This design comes from an exercise in tuning for small area and a short achievable clock period on the open sky130 flow, not from production work. The RTL was checked by simulation tests, not by an equivalence proof against the original design. No activity file was given, so power comes from the tool's default toggle rates.

## try-cedar
==> flow/design.v (excerpt) <==
module sorted_priority_queue_unit
#(
  parameter int unsigned DEPTH = 16
) (
  input  wire logic              clk_i,
  input  wire logic              rst_ni,
  input  wire logic              req_valid_i,
  output logic                   req_stall_o,
  input  wire logic              func_i,
  input  wire logic [spq_pkg::PRIO_W-1:0] priority_req_i,
  input  wire logic [spq_pkg::TAG_W-1:0]  item_tag_i,
  output logic                   rsp_valid_o,
  input  wire logic              rsp_stall_i,
  output logic                   out_valid_o,
  output logic [spq_pkg::PRIO_W-1:0]      out_priority_o,
  output logic [spq_pkg::TAG_W-1:0]       out_tag_o,
  output logic [1:0]             status_o,
  output logic [spq_pkg::FILL_W-1:0]      fill_count_o,
  output logic                   is_empty_o
);
Size: about 3,500 cells after synthesis.
clock: 3.6 ns
lec_check: 0
cap_margin: 20
core_margin: 2
core_utilization: 40
cts_buf_list: sky130_fd_sc_hd__clkbuf_16
cts_cluster_diameter: 60
cts_cluster_size: 24
place_density: 0.75
setup_slack_margin: 1.75
slew_margin: 20
synth_hierarchical: 1
synth_minimum_keep_size: 0
run.sh (not shown) runs the stock make flow with config.mk's settings and CLKGATE_MAP_FILE= SYNTH_SCRIPT=/design/flow/synth_recipe.tcl, a recipe that flattens the netlist after the stock synthesis.
Every stage of the flow completed for try-cedar, and the final layout passed the timing, DRC and antenna checks.
[inputs] try-indigo vs try-cedar
--- a/flow/design.v
+++ b/flow/design.v
@@ -100,21 +100,20 @@
   input  wire logic              rsp_stall_i,
   output logic                   out_valid_o,
   output logic [spq_pkg::PRIO_W-1:0]      out_priority_o,
   output logic [spq_pkg::TAG_W-1:0]       out_tag_o,
   output logic [1:0]             status_o,
   output logic [spq_pkg::FILL_W-1:0]      fill_count_o,
   output logic                   is_empty_o
 );
   localparam int unsigned CNT_W = $clog2(DEPTH + 1);
   logic [CNT_W-1:0] count_q, count_d;
-  logic             empty_q;    
   logic             accept, full, empty, enq, deq, enq_ok, deq_ok;
   logic                       pend_enq_q, pend_deq_q, apply_deq;
   logic [spq_pkg::PRIO_W-1:0] pend_prio_q;
   logic [spq_pkg::TAG_W-1:0]  pend_tag_q;
   logic [DEPTH-1:0] occ_q, occ_d;
   logic [spq_pkg::PRIO_W-1:0] cell_prio_n [DEPTH];    
   logic [spq_pkg::TAG_W-1:0]  cell_tag  [DEPTH];
   logic [DEPTH+1:0]  ins_x;     
   logic [DEPTH+1:0]  lt_req_x;  
   logic              pend_lt_req;
@@ -125,21 +124,21 @@
   logic                   res_empty_q;
   logic [spq_pkg::PRIO_W-1:0]      res_prio_q;
   logic [spq_pkg::TAG_W-1:0]       res_tag_q;
   logic [spq_pkg::PRIO_W-1:0]      cell_prio_n_d [DEPTH];    
   logic [spq_pkg::TAG_W-1:0]       cell_tag_d    [DEPTH];
   assign req_stall_o = rsp_valid_q && rsp_stall_i;
   assign accept      = req_valid_i && !req_stall_o;
   assign enq         = accept && (func_i == spq_pkg::FUNC_ENQ);
   assign deq         = accept && (func_i == spq_pkg::FUNC_DEQ);
   assign full        = count_q[CNT_W-1];
-  assign empty       = empty_q;
+  assign empty       = (count_q == '0);
   assign enq_ok      = enq && !full;
   assign deq_ok      = deq && !empty;
   assign apply_deq   = pend_deq_q;
   assign ins_x[0]          = 1'b0;
   assign ins_x[DEPTH+1]    = 1'b1;
   assign lt_req_x[0]       = 1'b0;
   assign lt_req_x[DEPTH+1] = 1'b0;
   spq_cmp16 u_pend_cmp (
     .a_n_i (~pend_prio_q),
     .b_i   (priority_req_i),
@@ -233,24 +232,22 @@
       count_d = count_inc;
       empty_d = 1'b0;
     end else if (deq_ok) begin
       count_d = count_dec;
       empty_d = (count_q == CNT_W'(1));
     end
   end
   always_ff @(posedge clk_i or negedge rst_ni) begin
     if (!rst_ni) begin
       count_q <= '0;
-      empty_q <= 1'b1;
     end else begin
       count_q <= count_d;
-      empty_q <= empty_d;
     end
   end
   always_comb begin
     res_status_d = spq_pkg::STATUS_OK;
     if (enq && full) begin
       res_status_d = spq_pkg::STATUS_ENQ_FULL;
     end else if (deq && empty) begin
       res_status_d = spq_pkg::STATUS_DEQ_EMPTY;
     end
   end
## What came out
- Where first-pass GRT wire length is concerned, try-cedar is better than try-indigo.
- Cmp try-indigo vs try-cedar: largest net degree at the start of global routing lower in try-indigo
- try-cedar leaves more setup margin than try-indigo.
- According to the power report, total power for try-indigo is higher than for try-cedar.
- try-indigo vs. try-cedar: internal power summed over all cells picked up an extra 690 uW; flip-flop and latch count neither gained nor lost much; switching power as a share of total power picked up an extra 0.96 points; worst slew slack as a fraction of its limit lost 7.7 points; non-clock buffer count picked up an extra 65.
- Setup slack of the worst register-to-register path of try-cedar is on par with try-indigo.
- try-indigo does worse than try-cedar on hold slack.
- Floorplan check, try-indigo vs try-cedar: die outline larger in try-indigo

==> separate check: timing with driven ports <==
The flow's constraints put no driver on any port. The routed layouts listed below were extracted and timed again, unchanged, in two steps.
Step 1, drivers: a clkbuf_16 drives clk_i and a buf_2 each remaining input, both assumed.
Step 2, shift: input delay + t, output delay - t, t = (earliest + latest rising clock arrival at the registers) / 2. This alone moves slack from input paths to output paths.
a / b / c = ideal ports / drivers / drivers and shift; a / b = the first two.
| run | t (ns) | setup WS [ns] | cell pins on the clock port's net |
|---|---|---|---|
| try-cedar | 0.648 | 1.608 / 1.598 / 0.973 | 1 |
| try-indigo | 0.676 | 1.570 / 1.510 / 1.059 | 1 |
After both steps setup and hold are still met in every run listed. For try-cedar, which loses most, drivers alone change the setup slack by -0.010 ns; drivers and shift together by -0.635 ns.
